From an optimization exercise on the open Yosys and OpenROAD flow, aimed at small area, a short achievable clock period and few clock cycles; shortcuts taken in it are not production practice. The RTL was checked by simulation tests, not by an equivalence proof against the original design.

==> inputs of quartz <==
==> flow/design.v <==
package cnn_axi_pkg;
  localparam logic [1:0] RESP_OKAY     = 2'b00;
  localparam logic [1:0] BURST_INCR    = 2'b01;
  localparam logic [3:0] CACHE_DEFAULT = 4'b0011;
  localparam logic [2:0] SIZE_16B      = 3'b100;
endpackage
module cnn_beat_reg #(
  parameter int DW = 128,
  parameter int IW = 120
) (
  input  logic          clk_i,
  input  logic          rst_ni,
  input  logic          idle_i,        
  input  logic          busy_i,        
  input  logic [IW-1:0] init_i,
  input  logic          hold_d_i,      
  input  logic          in_valid_i,
  output logic          in_ready_o,
  input  logic [DW-1:0] in_data_i,
  output logic          out_valid_o,
  input  logic          out_ready_i,
  output logic [DW-1:0] data_o
);
  logic          valid_q, valid_d, ready_q, load_q, ready_d;
  logic [DW-1:0] data_q;
  assign in_ready_o  = ready_q;
  assign out_valid_o = valid_q;
  assign data_o      = data_q;
  assign valid_d = valid_q ? ~out_ready_i : (in_valid_i & ready_q);
  assign ready_d = ~valid_d & ~hold_d_i;
  always_ff @(posedge clk_i or negedge rst_ni) begin
    if (!rst_ni) begin
      valid_q <= 1'b0;
      ready_q <= 1'b0;
      load_q  <= 1'b1;
    end else begin
      valid_q <= valid_d;
      ready_q <= ready_d;
      load_q  <= ready_d;
    end
  end
  always_ff @(posedge clk_i) begin
    if (load_q)
      data_q <= {in_data_i[DW-1:IW],
                 (in_data_i[IW-1:0] & {IW{busy_i}}) | (init_i & {IW{idle_i}})};
  end
endmodule
module cnn_axi_burst_master #(
  parameter int C_M_AXI_ID_WIDTH   = 12,
  parameter int C_M_AXI_ADDR_WIDTH = 64,
  parameter int C_M_AXI_DATA_WIDTH = 128,
  parameter int BURST_LEN          = 16,
  parameter int ID_VALUE           = 0
) (
  input  logic                            M_AXI_ACLK,
  input  logic                            M_AXI_ARESETN,
  input  logic                            INIT_AXI_TXN,
  input  logic [C_M_AXI_ADDR_WIDTH-1:0]   input_Addr_Offset,
  input  logic [C_M_AXI_ADDR_WIDTH-1:0]   output_Addr_Offset,
  output logic                            TXN_DONE,
  output logic                            ERROR,
  output logic [C_M_AXI_ID_WIDTH-1:0]     M_AXI_ARID,
  output logic [C_M_AXI_ADDR_WIDTH-1:0]   M_AXI_ARADDR,
  output logic [7:0]                      M_AXI_ARLEN,
  output logic [2:0]                      M_AXI_ARSIZE,
  output logic [1:0]                      M_AXI_ARBURST,
  output logic                            M_AXI_ARLOCK,
  output logic [3:0]                      M_AXI_ARCACHE,
  output logic [2:0]                      M_AXI_ARPROT,
  output logic [3:0]                      M_AXI_ARQOS,
  output logic                            M_AXI_ARVALID,
  input  logic                            M_AXI_ARREADY,
  input  logic [C_M_AXI_ID_WIDTH-1:0]     M_AXI_RID,
  input  logic [C_M_AXI_DATA_WIDTH-1:0]   M_AXI_RDATA,
  input  logic [1:0]                      M_AXI_RRESP,
  input  logic                            M_AXI_RLAST,
  input  logic                            M_AXI_RVALID,
  output logic                            M_AXI_RREADY,
  output logic [C_M_AXI_ID_WIDTH-1:0]     M_AXI_AWID,
  output logic [C_M_AXI_ADDR_WIDTH-1:0]   M_AXI_AWADDR,
  output logic [7:0]                      M_AXI_AWLEN,
  output logic [2:0]                      M_AXI_AWSIZE,
  output logic [1:0]                      M_AXI_AWBURST,
  output logic                            M_AXI_AWLOCK,
  output logic [3:0]                      M_AXI_AWCACHE,
  output logic [2:0]                      M_AXI_AWPROT,
  output logic [3:0]                      M_AXI_AWQOS,
  output logic                            M_AXI_AWVALID,
  input  logic                            M_AXI_AWREADY,
  output logic [C_M_AXI_DATA_WIDTH-1:0]   M_AXI_WDATA,
  output logic [C_M_AXI_DATA_WIDTH/8-1:0] M_AXI_WSTRB,
  output logic                            M_AXI_WLAST,
  output logic                            M_AXI_WVALID,
  input  logic                            M_AXI_WREADY,
  input  logic [C_M_AXI_ID_WIDTH-1:0]     M_AXI_BID,
  input  logic [1:0]                      M_AXI_BRESP,
  input  logic                            M_AXI_BVALID,
  output logic                            M_AXI_BREADY
);
  localparam int CW = (BURST_LEN > 1) ? $clog2(BURST_LEN) : 1;
  localparam logic [CW-1:0] LAST_BEAT = CW'(BURST_LEN - 1);
  localparam int LO = $clog2(C_M_AXI_DATA_WIDTH / 8);    
  logic busy_q, idle_q, done_q, err_q, arvalid_q, awvalid_q, bwait_q, wlast_q;
  logic [CW-1:0] wcnt_q;
  localparam int IW = C_M_AXI_ADDR_WIDTH - LO;
  logic [C_M_AXI_DATA_WIDTH-1:0] buf_data;
  logic arvalid_d, awvalid_d;
  logic start, bad_in, bad_out, bad;
  logic r_hs, w_hs, b_hs, r_bad;
  logic wvalid, rready;
  logic unused_ids;
  assign unused_ids = ^{M_AXI_RID, M_AXI_BID};
  assign bad_in  = (|input_Addr_Offset[LO-1:0])
                 | ((&input_Addr_Offset[11:8]) & (|input_Addr_Offset[7:LO]));
  assign bad_out = (|output_Addr_Offset[LO-1:0])
                 | ((&output_Addr_Offset[11:8]) & (|output_Addr_Offset[7:LO]));
  assign bad     = bad_in | bad_out;
  assign start   = INIT_AXI_TXN & ~busy_q;
  assign r_hs  = M_AXI_RVALID & rready;
  assign w_hs  = wvalid & M_AXI_WREADY;
  assign b_hs  = M_AXI_BVALID & bwait_q;
  assign r_bad = (M_AXI_RRESP != cnn_axi_pkg::RESP_OKAY)
               | (M_AXI_RLAST != wlast_q);
  cnn_beat_reg #(.DW(C_M_AXI_DATA_WIDTH), .IW(2 * IW)) u_buf (
    .clk_i       (M_AXI_ACLK),
    .rst_ni      (M_AXI_ARESETN),
    .idle_i      (idle_q),
    .busy_i      (busy_q),
    .init_i      ({output_Addr_Offset[C_M_AXI_ADDR_WIDTH-1:LO],
                   input_Addr_Offset[C_M_AXI_ADDR_WIDTH-1:LO]}),
    .hold_d_i    (arvalid_d | awvalid_d),
    .in_valid_i  (M_AXI_RVALID),
    .in_ready_o  (rready),
    .in_data_i   (M_AXI_RDATA),
    .out_valid_o (wvalid),
    .out_ready_i (M_AXI_WREADY),
    .data_o      (buf_data)
  );
  assign M_AXI_RREADY  = rready;
  assign M_AXI_WVALID  = wvalid;
  assign M_AXI_WDATA   = buf_data;
  assign M_AXI_WLAST   = wlast_q;
  assign M_AXI_WSTRB   = '1;
  assign M_AXI_BREADY  = bwait_q;
  assign M_AXI_ARVALID = arvalid_q;
  assign M_AXI_AWVALID = awvalid_q;
  assign TXN_DONE      = done_q;
  assign ERROR         = err_q;
  assign M_AXI_ARID    = C_M_AXI_ID_WIDTH'(ID_VALUE);
  assign M_AXI_ARADDR  = {buf_data[IW-1:0], LO'(0)};
  assign M_AXI_ARLEN   = 8'(BURST_LEN - 1);
  assign M_AXI_ARSIZE  = cnn_axi_pkg::SIZE_16B;
  assign M_AXI_ARBURST = cnn_axi_pkg::BURST_INCR;
  assign M_AXI_ARLOCK  = 1'b0;
  assign M_AXI_ARCACHE = cnn_axi_pkg::CACHE_DEFAULT;
  assign M_AXI_ARPROT  = 3'b000;
  assign M_AXI_ARQOS   = 4'd0;
  assign M_AXI_AWID    = C_M_AXI_ID_WIDTH'(ID_VALUE);
  assign M_AXI_AWADDR  = {buf_data[2*IW-1:IW], LO'(0)};
  assign M_AXI_AWLEN   = 8'(BURST_LEN - 1);
  assign M_AXI_AWSIZE  = cnn_axi_pkg::SIZE_16B;
  assign M_AXI_AWBURST = cnn_axi_pkg::BURST_INCR;
  assign M_AXI_AWLOCK  = 1'b0;
  assign M_AXI_AWCACHE = cnn_axi_pkg::CACHE_DEFAULT;
  assign M_AXI_AWPROT  = 3'b000;
  assign M_AXI_AWQOS   = 4'd0;
  assign arvalid_d = (start & ~bad) | (arvalid_q & ~M_AXI_ARREADY);
  assign awvalid_d = (start & ~bad) | (awvalid_q & ~M_AXI_AWREADY);
  always_ff @(posedge M_AXI_ACLK or negedge M_AXI_ARESETN) begin
    if (!M_AXI_ARESETN) begin
      busy_q    <= 1'b0;
      idle_q    <= 1'b1;
      done_q    <= 1'b0;
      err_q     <= 1'b0;
      arvalid_q <= 1'b0;
      awvalid_q <= 1'b0;
      bwait_q   <= 1'b0;
      wlast_q   <= 1'b0;
      wcnt_q    <= '0;
    end else begin
      busy_q    <= start | (busy_q & ~done_q);
      idle_q    <= ~(start | (busy_q & ~done_q));
      done_q    <= (start & bad) | b_hs;
      arvalid_q <= arvalid_d;
      awvalid_q <= awvalid_d;
      bwait_q   <= (bwait_q & ~M_AXI_BVALID) | (w_hs & wlast_q);
      if (start)
        err_q <= bad;
      else if ((r_hs & r_bad) | (b_hs & (M_AXI_BRESP != cnn_axi_pkg::RESP_OKAY)))
        err_q <= 1'b1;
      if (w_hs) begin
        wcnt_q  <= wcnt_q + 1'b1;
        wlast_q <= (wcnt_q == LAST_BEAT - 1'b1);
      end
    end
  end
endmodule
==> flow/flow/run.sh <==
#!/bin/bash
# Standard ORFS layout with these changes: ports are buffered with the
# smallest plain buffer instead of the default delay buffer; one tie cell
# of each kind drives all constant outputs; CTS adds no dummy clock loads
# and clusters more sinks per leaf buffer.
set -euo pipefail
export BUFFER_PORTS_ARGS="-buffer_cell sky130_fd_sc_hd__buf_1"
export SKIP_REPAIR_TIE_FANOUT=1
export CTS_ARGS='-sink_clustering_enable -repair_clock_nets -dont_use_dummy_load -sink_clustering_size 30 -sink_clustering_max_diameter 150 -buf_list {sky130_fd_sc_hd__clkbuf_4 sky130_fd_sc_hd__clkbuf_8}'
bash standard.sh > standard.log 2>&1
==> flow/standard.sh <==
#!/bin/bash
# synth_recipe.tcl (not shown) runs the flow's synth.tcl, then flattens the netlist and writes it again
# the make line also repeats each setting of config.mk as NAME=value (left out here)
make -C /OpenROAD-flow-scripts/flow DESIGN_CONFIG=/design/flow/config.mk WORK_HOME=/design/flow/orfs CLKGATE_MAP_FILE= SYNTH_SCRIPT=/design/flow/synth_recipe.tcl "${@:-finish}"
==> flow/config.mk <==
export PLATFORM = sky130hd
export DESIGN_NAME = cnn_axi_burst_master
export DESIGN_NICKNAME = cnn_axi_burst_master
export VERILOG_FILES = /design/flow/design.v
export SDC_FILE = /design/flow/constraint.sdc
export NUM_CORES = 4
export LEC_CHECK = 0
export CAP_MARGIN = 20
export CORE_MARGIN = 2
export CORE_UTILIZATION = 24
export SETUP_SLACK_MARGIN = 3.45
export SLEW_MARGIN = 20
==> flow/constraint.sdc <==
create_clock -name core_clock -period 5.5 [get_ports {M_AXI_ACLK}]
set_input_delay 1.1000 -clock core_clock [delete_from_list [all_inputs] [get_ports {M_AXI_ACLK}]]
set_output_delay 1.1000 -clock core_clock [all_outputs]
set_load 0.01 [all_outputs]
==> fjord: changes against quartz <==
--- a/flow/flow/run.sh
+++ b/flow/flow/run.sh
@@ -7,4 +7,5 @@
 export BUFFER_PORTS_ARGS="-buffer_cell sky130_fd_sc_hd__buf_1"
 export SKIP_REPAIR_TIE_FANOUT=1
+export PLACE_PINS_ARGS="-min_distance 1 -min_distance_in_tracks"
 export CTS_ARGS='-sink_clustering_enable -repair_clock_nets -dont_use_dummy_load -sink_clustering_size 30 -sink_clustering_max_diameter 150 -buf_list {sky130_fd_sc_hd__clkbuf_4 sky130_fd_sc_hd__clkbuf_8}'
 bash standard.sh > standard.log 2>&1
--- a/flow/config.mk
+++ b/flow/config.mk
@@ -7,6 +7,6 @@
 export LEC_CHECK = 0
 export CAP_MARGIN = 20
-export CORE_MARGIN = 2
-export CORE_UTILIZATION = 24
-export SETUP_SLACK_MARGIN = 3.45
+export CORE_AREA = 2.5 2.5 127.5 127.5
+export DIE_AREA = 0 0 130 130
+export SETUP_SLACK_MARGIN = 3.3
 export SLEW_MARGIN = 20
==> lagoon: changes against quartz <==
--- a/flow/design.v
+++ b/flow/design.v
@@ -12,5 +12,4 @@
   input  logic          rst_ni,
   input  logic          idle_i,        
-  input  logic          busy_i,        
   input  logic [IW-1:0] init_i,
   input  logic          hold_d_i,      
@@ -42,6 +41,5 @@
   always_ff @(posedge clk_i) begin
     if (load_q)
-      data_q <= {in_data_i[DW-1:IW],
-                 (in_data_i[IW-1:0] & {IW{busy_i}}) | (init_i & {IW{idle_i}})};
+      data_q <= idle_i ? {in_data_i[DW-1:IW], init_i} : in_data_i;
   end
 endmodule
@@ -101,5 +99,5 @@
   localparam logic [CW-1:0] LAST_BEAT = CW'(BURST_LEN - 1);
   localparam int LO = $clog2(C_M_AXI_DATA_WIDTH / 8);    
-  logic busy_q, idle_q, done_q, err_q, arvalid_q, awvalid_q, bwait_q, wlast_q;
+  logic busy_q, done_q, err_q, arvalid_q, awvalid_q, bwait_q, wlast_q;
   logic [CW-1:0] wcnt_q;
   localparam int IW = C_M_AXI_ADDR_WIDTH - LO;
@@ -125,6 +123,5 @@
     .clk_i       (M_AXI_ACLK),
     .rst_ni      (M_AXI_ARESETN),
-    .idle_i      (idle_q),
-    .busy_i      (busy_q),
+    .idle_i      (~busy_q),
     .init_i      ({output_Addr_Offset[C_M_AXI_ADDR_WIDTH-1:LO],
                    input_Addr_Offset[C_M_AXI_ADDR_WIDTH-1:LO]}),
@@ -170,5 +167,4 @@
     if (!M_AXI_ARESETN) begin
       busy_q    <= 1'b0;
-      idle_q    <= 1'b1;
       done_q    <= 1'b0;
       err_q     <= 1'b0;
@@ -180,5 +176,4 @@
     end else begin
       busy_q    <= start | (busy_q & ~done_q);
-      idle_q    <= ~(start | (busy_q & ~done_q));
       done_q    <= (start & bad) | b_hs;
       arvalid_q <= arvalid_d;
--- a/flow/flow/run.sh
+++ b/flow/flow/run.sh
@@ -7,4 +7,4 @@
 export BUFFER_PORTS_ARGS="-buffer_cell sky130_fd_sc_hd__buf_1"
 export SKIP_REPAIR_TIE_FANOUT=1
-export CTS_ARGS='-sink_clustering_enable -repair_clock_nets -dont_use_dummy_load -sink_clustering_size 30 -sink_clustering_max_diameter 150 -buf_list {sky130_fd_sc_hd__clkbuf_4 sky130_fd_sc_hd__clkbuf_8}'
+export CTS_ARGS="-sink_clustering_enable -repair_clock_nets -dont_use_dummy_load -sink_clustering_size 30 -sink_clustering_max_diameter 150"
 bash standard.sh > standard.log 2>&1
--- a/flow/config.mk
+++ b/flow/config.mk
@@ -9,4 +9,4 @@
 export CORE_MARGIN = 2
 export CORE_UTILIZATION = 24
-export SETUP_SLACK_MARGIN = 3.45
+export SETUP_SLACK_MARGIN = 3.3
 export SLEW_MARGIN = 20
==> impl_results.md <==
* Status: aborted with a tool error
* Failing step: I/O pin placement (3_2_place_iop)
* Error: [ERROR PPL-0024] Number of IO pins (647) exceeds maximum number of available positions (642). Increase the die perimeter from 717.10um to 879.92um.
* Main area contributors after synthesis: edfxtp_1 (52%), buf_4 (23%), a22o_1 (14%)
* Initial core utilization at 0.242
* # rows at 64
* Post-synth cell types at 32
* Mux contribution to synthesized area at 0.00136
* Register bit total from synthesis at 143
* Xor/xnor share of the synthesized area at 0.00475
* Synth Area in Adders at 0.00339
* Die height at 179 um
-- figures above: quartz

==> impl_results.md <==
* Status: no timing/DRC/antenna violations
* Register bit total from synthesis at 143
* Synth Area in Adders at 0.00339
* Xor/xnor share of the synthesized area at 0.00475
* Mux contribution to synthesized area at 0.00136
* Post-synth cell types at 32
-- figures above: fjord

==> impl_results.md <==
* Status: no timing/DRC/antenna violations
* # rows at 65
* Clock buffers at 17
* Register bit total from synthesis at 142
* Initial core utilization at 0.242
* Mux contribution to synthesized area at 0.179
* Xor/xnor share of the synthesized area at 0.00461
* Post-synth cell types at 30
* Main area contributors after synthesis: edfxtp_1 (51%), buf_4 (23%), mux2_2 (18%)
* Final Cycle Share at 0.396
-- figures above: lagoon

Testbench counts of quartz, summed over its fixed seeds: cycles 13,992.
Testbench counts of fjord, summed over its fixed seeds: cycles 13,992.
Testbench counts of lagoon, summed over its fixed seeds: cycles 13,992.

---

==> inputs of maple <==
Starts from the design.v that is shown in full above.
Settings: LEC_CHECK=0, CAP_MARGIN=20, CORE_AREA=2.5 2.5 127.5 127.5, DIE_AREA=0 0 130 130, SETUP_SLACK_MARGIN=3.3, SLEW_MARGIN=20; clock period 5.5 ns.
standard.sh (not shown) runs the stock make flow with config.mk's settings and CLKGATE_MAP_FILE= SYNTH_SCRIPT=/design/flow/synth_recipe.tcl, a recipe that flattens the netlist after the stock synthesis.
==> flow/flow/run.sh <==
#!/bin/bash
# Standard ORFS layout with these changes: ports are buffered with the
# smallest plain buffer instead of the default delay buffer; one tie cell
# of each kind drives all constant outputs; CTS adds no dummy clock loads
# and clusters more sinks per leaf buffer.
set -euo pipefail
export BUFFER_PORTS_ARGS="-buffer_cell sky130_fd_sc_hd__buf_1"
export SKIP_REPAIR_TIE_FANOUT=1
export PLACE_PINS_ARGS="-min_distance 1 -min_distance_in_tracks"
export CTS_ARGS='-sink_clustering_enable -repair_clock_nets -dont_use_dummy_load -sink_clustering_size 30 -sink_clustering_max_diameter 150 -root_buf sky130_fd_sc_hd__clkbuf_16 -buf_list {sky130_fd_sc_hd__clkbuf_4}'
bash standard.sh > standard.log 2>&1
==> inputs of ember, as changes to maple <==
==> flow/design.v, changed modules only <==
module cnn_beat_skid #(
  parameter int DW = 128,
  parameter int IW = 120
) (
  input  logic          clk_i,
  input  logic          rst_ni,
  input  logic          idle_i,        
  input  logic [IW-1:0] init_i,
  input  logic          hold_d_i,      
  input  logic          in_valid_i,
  output logic          in_ready_o,
  input  logic [DW-1:0] in_data_i,
  output logic          out_valid_o,
  input  logic          out_ready_i,
  output logic [DW-1:0] out_data_o,
  output logic [DW-1:0] skid_data_o
);
  logic          head_v_q, skid_v_q, ready_q, free_q, skid_en_q;
  logic          head_v_d, skid_v_d;
  logic [DW-1:0] head_q, skid_q;
  logic          in_hs, head_load;
  assign in_ready_o  = ready_q;
  assign out_valid_o = head_v_q;
  assign out_data_o  = head_q;
  assign skid_data_o = skid_q;
  assign in_hs     = in_valid_i & ready_q;
  assign head_load = free_q | out_ready_i;        
  always_comb begin
    if (head_load) begin
      head_v_d = skid_v_q | in_hs;
      skid_v_d = 1'b0;
    end else begin
      head_v_d = 1'b1;
      skid_v_d = skid_v_q | in_hs;
    end
  end
  always_ff @(posedge clk_i or negedge rst_ni) begin
    if (!rst_ni) begin
      head_v_q <= 1'b0;
      skid_v_q <= 1'b0;
      ready_q  <= 1'b0;
      free_q   <= 1'b1;
      skid_en_q <= 1'b1;
    end else begin
      head_v_q <= head_v_d;
      skid_v_q <= skid_v_d;
      ready_q  <= ~head_v_d | ~(skid_v_d | hold_d_i);
      free_q   <= ~head_v_d;
      skid_en_q <= ~(skid_v_d | hold_d_i);
    end
  end
  always_ff @(posedge clk_i) begin
    if (head_load)
      head_q <= skid_v_q ? skid_q : in_data_i;
    if (skid_en_q)
      skid_q <= idle_i ? {in_data_i[DW-1:IW], init_i} : in_data_i;
  end
endmodule
module cnn_axi_burst_master #(
  parameter int C_M_AXI_ID_WIDTH   = 12,
  parameter int C_M_AXI_ADDR_WIDTH = 64,
  parameter int C_M_AXI_DATA_WIDTH = 128,
  parameter int BURST_LEN          = 16,
  parameter int ID_VALUE           = 0
) (
  input  logic                            M_AXI_ACLK,
  input  logic                            M_AXI_ARESETN,
  input  logic                            INIT_AXI_TXN,
  input  logic [C_M_AXI_ADDR_WIDTH-1:0]   input_Addr_Offset,
  input  logic [C_M_AXI_ADDR_WIDTH-1:0]   output_Addr_Offset,
  output logic                            TXN_DONE,
  output logic                            ERROR,
  output logic [C_M_AXI_ID_WIDTH-1:0]     M_AXI_ARID,
  output logic [C_M_AXI_ADDR_WIDTH-1:0]   M_AXI_ARADDR,
  output logic [7:0]                      M_AXI_ARLEN,
  output logic [2:0]                      M_AXI_ARSIZE,
  output logic [1:0]                      M_AXI_ARBURST,
  output logic                            M_AXI_ARLOCK,
  output logic [3:0]                      M_AXI_ARCACHE,
  output logic [2:0]                      M_AXI_ARPROT,
  output logic [3:0]                      M_AXI_ARQOS,
  output logic                            M_AXI_ARVALID,
  input  logic                            M_AXI_ARREADY,
  input  logic [C_M_AXI_ID_WIDTH-1:0]     M_AXI_RID,
  input  logic [C_M_AXI_DATA_WIDTH-1:0]   M_AXI_RDATA,
  input  logic [1:0]                      M_AXI_RRESP,
  input  logic                            M_AXI_RLAST,
  input  logic                            M_AXI_RVALID,
  output logic                            M_AXI_RREADY,
  output logic [C_M_AXI_ID_WIDTH-1:0]     M_AXI_AWID,
  output logic [C_M_AXI_ADDR_WIDTH-1:0]   M_AXI_AWADDR,
  output logic [7:0]                      M_AXI_AWLEN,
  output logic [2:0]                      M_AXI_AWSIZE,
  output logic [1:0]                      M_AXI_AWBURST,
  output logic                            M_AXI_AWLOCK,
  output logic [3:0]                      M_AXI_AWCACHE,
  output logic [2:0]                      M_AXI_AWPROT,
  output logic [3:0]                      M_AXI_AWQOS,
  output logic                            M_AXI_AWVALID,
  input  logic                            M_AXI_AWREADY,
  output logic [C_M_AXI_DATA_WIDTH-1:0]   M_AXI_WDATA,
  output logic [C_M_AXI_DATA_WIDTH/8-1:0] M_AXI_WSTRB,
  output logic                            M_AXI_WLAST,
  output logic                            M_AXI_WVALID,
  input  logic                            M_AXI_WREADY,
  input  logic [C_M_AXI_ID_WIDTH-1:0]     M_AXI_BID,
  input  logic [1:0]                      M_AXI_BRESP,
  input  logic                            M_AXI_BVALID,
  output logic                            M_AXI_BREADY
);
  localparam int CW = (BURST_LEN > 1) ? $clog2(BURST_LEN) : 1;
  localparam logic [CW-1:0] LAST_BEAT = CW'(BURST_LEN - 1);
  localparam int LO = $clog2(C_M_AXI_DATA_WIDTH / 8);    
  logic busy_q, done_q, err_q, arvalid_q, awvalid_q, bwait_q, wlast_q;
  logic [CW-1:0] rcnt_q, wcnt_q;
  localparam int IW = C_M_AXI_ADDR_WIDTH - LO;
  logic [C_M_AXI_DATA_WIDTH-1:0] skid_data;
  logic arvalid_d, awvalid_d;
  logic start, bad_in, bad_out, bad;
  logic r_hs, w_hs, b_hs, r_bad;
  logic wvalid, rready;
  logic unused_ids;
  assign unused_ids = ^{M_AXI_RID, M_AXI_BID};
  assign bad_in  = (|input_Addr_Offset[LO-1:0])
                 | ((&input_Addr_Offset[11:8]) & (|input_Addr_Offset[7:LO]));
  assign bad_out = (|output_Addr_Offset[LO-1:0])
                 | ((&output_Addr_Offset[11:8]) & (|output_Addr_Offset[7:LO]));
  assign bad     = bad_in | bad_out;
  assign start   = INIT_AXI_TXN & ~busy_q;
  assign r_hs  = M_AXI_RVALID & rready;
  assign w_hs  = wvalid & M_AXI_WREADY;
  assign b_hs  = M_AXI_BVALID & bwait_q;
  assign r_bad = (M_AXI_RRESP != cnn_axi_pkg::RESP_OKAY)
               | (M_AXI_RLAST != (rcnt_q == LAST_BEAT));
  cnn_beat_skid #(.DW(C_M_AXI_DATA_WIDTH), .IW(2 * IW)) u_buf (
    .clk_i       (M_AXI_ACLK),
    .rst_ni      (M_AXI_ARESETN),
    .idle_i      (~busy_q),
    .init_i      ({output_Addr_Offset[C_M_AXI_ADDR_WIDTH-1:LO],
                   input_Addr_Offset[C_M_AXI_ADDR_WIDTH-1:LO]}),
    .hold_d_i    (arvalid_d | awvalid_d),
    .in_valid_i  (M_AXI_RVALID),
    .in_ready_o  (rready),
    .in_data_i   (M_AXI_RDATA),
    .out_valid_o (wvalid),
    .out_ready_i (M_AXI_WREADY),
    .out_data_o  (M_AXI_WDATA),
    .skid_data_o (skid_data)
  );
  assign M_AXI_RREADY  = rready;
  assign M_AXI_WVALID  = wvalid;
  assign M_AXI_WLAST   = wlast_q;
  assign M_AXI_WSTRB   = '1;
  assign M_AXI_BREADY  = bwait_q;
  assign M_AXI_ARVALID = arvalid_q;
  assign M_AXI_AWVALID = awvalid_q;
  assign TXN_DONE      = done_q;
  assign ERROR         = err_q;
  assign M_AXI_ARID    = C_M_AXI_ID_WIDTH'(ID_VALUE);
  assign M_AXI_ARADDR  = {skid_data[IW-1:0], LO'(0)};
  assign M_AXI_ARLEN   = 8'(BURST_LEN - 1);
  assign M_AXI_ARSIZE  = cnn_axi_pkg::SIZE_16B;
  assign M_AXI_ARBURST = cnn_axi_pkg::BURST_INCR;
  assign M_AXI_ARLOCK  = 1'b0;
  assign M_AXI_ARCACHE = cnn_axi_pkg::CACHE_DEFAULT;
  assign M_AXI_ARPROT  = 3'b000;
  assign M_AXI_ARQOS   = 4'd0;
  assign M_AXI_AWID    = C_M_AXI_ID_WIDTH'(ID_VALUE);
  assign M_AXI_AWADDR  = {skid_data[2*IW-1:IW], LO'(0)};
  assign M_AXI_AWLEN   = 8'(BURST_LEN - 1);
  assign M_AXI_AWSIZE  = cnn_axi_pkg::SIZE_16B;
  assign M_AXI_AWBURST = cnn_axi_pkg::BURST_INCR;
  assign M_AXI_AWLOCK  = 1'b0;
  assign M_AXI_AWCACHE = cnn_axi_pkg::CACHE_DEFAULT;
  assign M_AXI_AWPROT  = 3'b000;
  assign M_AXI_AWQOS   = 4'd0;
  assign arvalid_d = (start & ~bad) | (arvalid_q & ~M_AXI_ARREADY);
  assign awvalid_d = (start & ~bad) | (awvalid_q & ~M_AXI_AWREADY);
  always_ff @(posedge M_AXI_ACLK or negedge M_AXI_ARESETN) begin
    if (!M_AXI_ARESETN) begin
      busy_q    <= 1'b0;
      done_q    <= 1'b0;
      err_q     <= 1'b0;
      arvalid_q <= 1'b0;
      awvalid_q <= 1'b0;
      bwait_q   <= 1'b0;
      wlast_q   <= 1'b0;
      rcnt_q    <= '0;
      wcnt_q    <= '0;
    end else begin
      busy_q    <= start | (busy_q & ~done_q);
      done_q    <= (start & bad) | b_hs;
      arvalid_q <= arvalid_d;
      awvalid_q <= awvalid_d;
      bwait_q   <= (bwait_q & ~M_AXI_BVALID) | (w_hs & wlast_q);
      if (start)
        err_q <= bad;
      else if ((r_hs & r_bad) | (b_hs & (M_AXI_BRESP != cnn_axi_pkg::RESP_OKAY)))
        err_q <= 1'b1;
      if (r_hs) rcnt_q <= rcnt_q + 1'b1;
      if (w_hs) begin
        wcnt_q  <= wcnt_q + 1'b1;
        wlast_q <= (wcnt_q == LAST_BEAT - 1'b1);
      end
    end
  end
endmodule
// module cnn_beat_reg removed
==> flow/flow/run.sh (replaced) <==
#!/bin/bash
# Standard ORFS layout with these changes: ports are buffered with the
# smallest plain buffer instead of the default delay buffer; one tie cell
# of each kind drives all constant outputs; CTS adds no dummy clock loads
# and clusters more sinks per leaf buffer.
set -euo pipefail
export BUFFER_PORTS_ARGS="-buffer_cell sky130_fd_sc_hd__buf_1"
export SKIP_REPAIR_TIE_FANOUT=1
export CTS_ARGS="-sink_clustering_enable -repair_clock_nets -dont_use_dummy_load -sink_clustering_size 30 -sink_clustering_max_diameter 150"
bash standard.sh > standard.log 2>&1
- CORE_AREA: 2.5 2.5 127.5 127.5 -> unset
- CORE_MARGIN: unset -> 2
- CORE_UTILIZATION: unset -> 40
- DIE_AREA: 0 0 130 130 -> unset
- SETUP_SLACK_MARGIN: 3.3 -> 3.0
==> inputs of raven, as changes to maple <==
==> flow/design.v, changed modules only <==
module cnn_beat_reg #(
  parameter int DW = 128,
  parameter int IW = 120
) (
  input  logic          clk_i,
  input  logic          rst_ni,
  input  logic          idle_d_i,      
  input  logic [IW-1:0] init_i,
  input  logic          hold_d_i,      
  input  logic          in_valid_i,
  output logic          in_ready_o,
  input  logic [DW-1:0] in_data_i,
  output logic          out_valid_o,
  input  logic          out_ready_i,
  output logic [DW-1:0] data_o
);
  logic          valid_q, valid_d, ready_q, ready_d;
  logic          sel_init_q, sel_in_q, sel_hold_q;
  logic [DW-1:0] data_q;
  assign in_ready_o  = ready_q;
  assign out_valid_o = valid_q;
  assign data_o      = data_q;
  assign valid_d = valid_q ? ~out_ready_i : (in_valid_i & ready_q);
  assign ready_d = ~valid_d & ~hold_d_i;
  always_ff @(posedge clk_i or negedge rst_ni) begin
    if (!rst_ni) begin
      valid_q    <= 1'b0;
      ready_q    <= 1'b0;
      sel_init_q <= 1'b1;
      sel_in_q   <= 1'b0;
      sel_hold_q <= 1'b0;
    end else begin
      valid_q    <= valid_d;
      ready_q    <= ready_d;
      sel_init_q <= idle_d_i;
      sel_in_q   <= ready_d & ~idle_d_i;
      sel_hold_q <= ~ready_d;
    end
  end
  always_ff @(posedge clk_i) begin
    data_q <= (in_data_i & {DW{sel_in_q}})
            | ({{(DW-IW){1'b0}}, init_i} & {DW{sel_init_q}})
            | (data_q & {DW{sel_hold_q}});
  end
endmodule
module cnn_axi_burst_master #(
  parameter int C_M_AXI_ID_WIDTH   = 12,
  parameter int C_M_AXI_ADDR_WIDTH = 64,
  parameter int C_M_AXI_DATA_WIDTH = 128,
  parameter int BURST_LEN          = 16,
  parameter int ID_VALUE           = 0
) (
  input  logic                            M_AXI_ACLK,
  input  logic                            M_AXI_ARESETN,
  input  logic                            INIT_AXI_TXN,
  input  logic [C_M_AXI_ADDR_WIDTH-1:0]   input_Addr_Offset,
  input  logic [C_M_AXI_ADDR_WIDTH-1:0]   output_Addr_Offset,
  output logic                            TXN_DONE,
  output logic                            ERROR,
  output logic [C_M_AXI_ID_WIDTH-1:0]     M_AXI_ARID,
  output logic [C_M_AXI_ADDR_WIDTH-1:0]   M_AXI_ARADDR,
  output logic [7:0]                      M_AXI_ARLEN,
  output logic [2:0]                      M_AXI_ARSIZE,
  output logic [1:0]                      M_AXI_ARBURST,
  output logic                            M_AXI_ARLOCK,
  output logic [3:0]                      M_AXI_ARCACHE,
  output logic [2:0]                      M_AXI_ARPROT,
  output logic [3:0]                      M_AXI_ARQOS,
  output logic                            M_AXI_ARVALID,
  input  logic                            M_AXI_ARREADY,
  input  logic [C_M_AXI_ID_WIDTH-1:0]     M_AXI_RID,
  input  logic [C_M_AXI_DATA_WIDTH-1:0]   M_AXI_RDATA,
  input  logic [1:0]                      M_AXI_RRESP,
  input  logic                            M_AXI_RLAST,
  input  logic                            M_AXI_RVALID,
  output logic                            M_AXI_RREADY,
  output logic [C_M_AXI_ID_WIDTH-1:0]     M_AXI_AWID,
  output logic [C_M_AXI_ADDR_WIDTH-1:0]   M_AXI_AWADDR,
  output logic [7:0]                      M_AXI_AWLEN,
  output logic [2:0]                      M_AXI_AWSIZE,
  output logic [1:0]                      M_AXI_AWBURST,
  output logic                            M_AXI_AWLOCK,
  output logic [3:0]                      M_AXI_AWCACHE,
  output logic [2:0]                      M_AXI_AWPROT,
  output logic [3:0]                      M_AXI_AWQOS,
  output logic                            M_AXI_AWVALID,
  input  logic                            M_AXI_AWREADY,
  output logic [C_M_AXI_DATA_WIDTH-1:0]   M_AXI_WDATA,
  output logic [C_M_AXI_DATA_WIDTH/8-1:0] M_AXI_WSTRB,
  output logic                            M_AXI_WLAST,
  output logic                            M_AXI_WVALID,
  input  logic                            M_AXI_WREADY,
  input  logic [C_M_AXI_ID_WIDTH-1:0]     M_AXI_BID,
  input  logic [1:0]                      M_AXI_BRESP,
  input  logic                            M_AXI_BVALID,
  output logic                            M_AXI_BREADY
);
  localparam int CW = (BURST_LEN > 1) ? $clog2(BURST_LEN) : 1;
  localparam logic [CW-1:0] LAST_BEAT = CW'(BURST_LEN - 1);
  localparam int LO = $clog2(C_M_AXI_DATA_WIDTH / 8);    
  logic busy_q, busy_d, done_q, err_q, arvalid_q, awvalid_q, bwait_q, wlast_q;
  logic [CW-1:0] wcnt_q;
  localparam int IW = C_M_AXI_ADDR_WIDTH - LO;
  logic [C_M_AXI_DATA_WIDTH-1:0] buf_data;
  logic arvalid_d, awvalid_d;
  logic start, bad_in, bad_out, bad;
  logic r_hs, w_hs, b_hs, r_bad;
  logic wvalid, rready;
  logic unused_ids;
  assign unused_ids = ^{M_AXI_RID, M_AXI_BID};
  assign bad_in  = (|input_Addr_Offset[LO-1:0])
                 | ((&input_Addr_Offset[11:8]) & (|input_Addr_Offset[7:LO]));
  assign bad_out = (|output_Addr_Offset[LO-1:0])
                 | ((&output_Addr_Offset[11:8]) & (|output_Addr_Offset[7:LO]));
  assign bad     = bad_in | bad_out;
  assign start   = INIT_AXI_TXN & ~busy_q;
  assign r_hs  = M_AXI_RVALID & rready;
  assign w_hs  = wvalid & M_AXI_WREADY;
  assign b_hs  = M_AXI_BVALID & bwait_q;
  assign r_bad = (M_AXI_RRESP != cnn_axi_pkg::RESP_OKAY)
               | (M_AXI_RLAST != wlast_q);
  cnn_beat_reg #(.DW(C_M_AXI_DATA_WIDTH), .IW(2 * IW)) u_buf (
    .clk_i       (M_AXI_ACLK),
    .rst_ni      (M_AXI_ARESETN),
    .idle_d_i    (~busy_d),
    .init_i      ({output_Addr_Offset[C_M_AXI_ADDR_WIDTH-1:LO],
                   input_Addr_Offset[C_M_AXI_ADDR_WIDTH-1:LO]}),
    .hold_d_i    (arvalid_d | awvalid_d),
    .in_valid_i  (M_AXI_RVALID),
    .in_ready_o  (rready),
    .in_data_i   (M_AXI_RDATA),
    .out_valid_o (wvalid),
    .out_ready_i (M_AXI_WREADY),
    .data_o      (buf_data)
  );
  assign M_AXI_RREADY  = rready;
  assign M_AXI_WVALID  = wvalid;
  assign M_AXI_WDATA   = buf_data;
  assign M_AXI_WLAST   = wlast_q;
  assign M_AXI_WSTRB   = '1;
  assign M_AXI_BREADY  = bwait_q;
  assign M_AXI_ARVALID = arvalid_q;
  assign M_AXI_AWVALID = awvalid_q;
  assign TXN_DONE      = done_q;
  assign ERROR         = err_q;
  assign M_AXI_ARID    = C_M_AXI_ID_WIDTH'(ID_VALUE);
  assign M_AXI_ARADDR  = {buf_data[IW-1:0], LO'(0)};
  assign M_AXI_ARLEN   = 8'(BURST_LEN - 1);
  assign M_AXI_ARSIZE  = cnn_axi_pkg::SIZE_16B;
  assign M_AXI_ARBURST = cnn_axi_pkg::BURST_INCR;
  assign M_AXI_ARLOCK  = 1'b0;
  assign M_AXI_ARCACHE = cnn_axi_pkg::CACHE_DEFAULT;
  assign M_AXI_ARPROT  = 3'b000;
  assign M_AXI_ARQOS   = 4'd0;
  assign M_AXI_AWID    = C_M_AXI_ID_WIDTH'(ID_VALUE);
  assign M_AXI_AWADDR  = {buf_data[2*IW-1:IW], LO'(0)};
  assign M_AXI_AWLEN   = 8'(BURST_LEN - 1);
  assign M_AXI_AWSIZE  = cnn_axi_pkg::SIZE_16B;
  assign M_AXI_AWBURST = cnn_axi_pkg::BURST_INCR;
  assign M_AXI_AWLOCK  = 1'b0;
  assign M_AXI_AWCACHE = cnn_axi_pkg::CACHE_DEFAULT;
  assign M_AXI_AWPROT  = 3'b000;
  assign M_AXI_AWQOS   = 4'd0;
  assign busy_d    = start | (busy_q & ~done_q);
  assign arvalid_d = (start & ~bad) | (arvalid_q & ~M_AXI_ARREADY);
  assign awvalid_d = (start & ~bad) | (awvalid_q & ~M_AXI_AWREADY);
  always_ff @(posedge M_AXI_ACLK or negedge M_AXI_ARESETN) begin
    if (!M_AXI_ARESETN) begin
      busy_q    <= 1'b0;
      done_q    <= 1'b0;
      err_q     <= 1'b0;
      arvalid_q <= 1'b0;
      awvalid_q <= 1'b0;
      bwait_q   <= 1'b0;
      wlast_q   <= 1'b0;
      wcnt_q    <= '0;
    end else begin
      busy_q    <= busy_d;
      done_q    <= (start & bad) | b_hs;
      arvalid_q <= arvalid_d;
      awvalid_q <= awvalid_d;
      bwait_q   <= (bwait_q & ~M_AXI_BVALID) | (w_hs & wlast_q);
      if (start)
        err_q <= bad;
      else if ((r_hs & r_bad) | (b_hs & (M_AXI_BRESP != cnn_axi_pkg::RESP_OKAY)))
        err_q <= 1'b1;
      if (w_hs) begin
        wcnt_q  <= wcnt_q + 1'b1;
        wlast_q <= (wcnt_q == LAST_BEAT - 1'b1);
      end
    end
  end
endmodule
==> flow/flow/run.sh (replaced) <==
#!/bin/bash
# Standard ORFS layout with these changes: ports are buffered with the
# smallest plain buffer instead of the default delay buffer; one tie cell
# of each kind drives all constant outputs; pins sit one track apart
# (the die is small), with the clock pin placed alone mid left edge; CTS
# adds no dummy clock loads, clusters more sinks per leaf buffer, and
# uses a clkbuf_16 root and clkbuf_8 leaves.
set -euo pipefail
HERE=$(cd "$(dirname "$0")" && pwd)
export BUFFER_PORTS_ARGS="-buffer_cell sky130_fd_sc_hd__buf_1"
export SKIP_REPAIR_TIE_FANOUT=1
export IO_CONSTRAINTS="$HERE/io.tcl"
export PLACE_PINS_ARGS="-min_distance 1 -min_distance_in_tracks -exclude left:62-68"
export CTS_ARGS='-sink_clustering_enable -repair_clock_nets -dont_use_dummy_load -sink_clustering_size 30 -sink_clustering_max_diameter 150 -root_buf sky130_fd_sc_hd__clkbuf_16 -buf_list {sky130_fd_sc_hd__clkbuf_8}'
bash standard.sh > standard.log 2>&1
==> flow/flow/io.tcl (new file) <==
# Put the clock pin in the middle of the left edge; place_pins keeps the
# other pins out of a band around it (PLACE_PINS_ARGS -exclude).
place_pin -pin_name M_AXI_ACLK -layer met3 -location {0 65} -force_to_die_boundary
==> comparison <==
- The lowest final area belongs to raven, the highest to ember.
- Fmax, lowest first: ember, maple, raven.
- Between raven and ember, the lower sequential share of layout area is in raven (gap 18 points).
- In ember the first-iteration DRC count is smaller than in raven, by 52%.
- The lowest synthesized cell count belongs to maple, the highest to ember.
- Clock skew: raven < maple < ember.
- Against maple, the clock-buffer cell count of ember is lower by 4.
- Global-route usage: raven > ember > maple.
- Between raven and ember, the lower routed wire length is in raven (gap 46%, measured against ember).
Testbench counts of maple, summed over its fixed seeds: cycles 13,992.
Testbench counts of ember, summed over its fixed seeds: cycles 9,948.
Testbench counts of raven, summed over its fixed seeds: cycles 13,992.

==> afterwards: timing with drivers on the ports <==
In the flow no input, the clock included, has a driving cell. The finished layouts below were timed again as built, in two steps. Step 1, drivers: a clkbuf_16 drives M_AXI_ACLK and a buf_2 each remaining input, both assumed. Step 2, shift: input delay + t, output delay - t, t = (earliest + latest rising clock arrival at the registers) / 2. This alone moves slack from input paths to output paths. a / b / c = ideal ports / drivers / drivers and shift; a / b = the first two.
run	t (ns)	setup WS [ns]	worst hold slack (ns)
fjord	0.450	3.301 / 3.264 / 3.216	0.463 / 0.463 / 0.463
lagoon	0.451	3.323 / 3.277 / 3.085	0.469 / 0.469 / 0.469
maple	0.383	3.360 / 3.319 / 3.202	0.465 / 0.465 / 0.465
ember	0.520	3.165 / 3.121 / 2.624	0.437 / 0.437 / 0.437
raven	0.389	3.412 / 3.382 / 3.109	0.470 / 0.470 / 0.470
After both steps every run listed still meets setup and hold. The setup slack of ember, which loses most, moves by -0.044 ns with the drivers and by -0.541 ns with both steps.
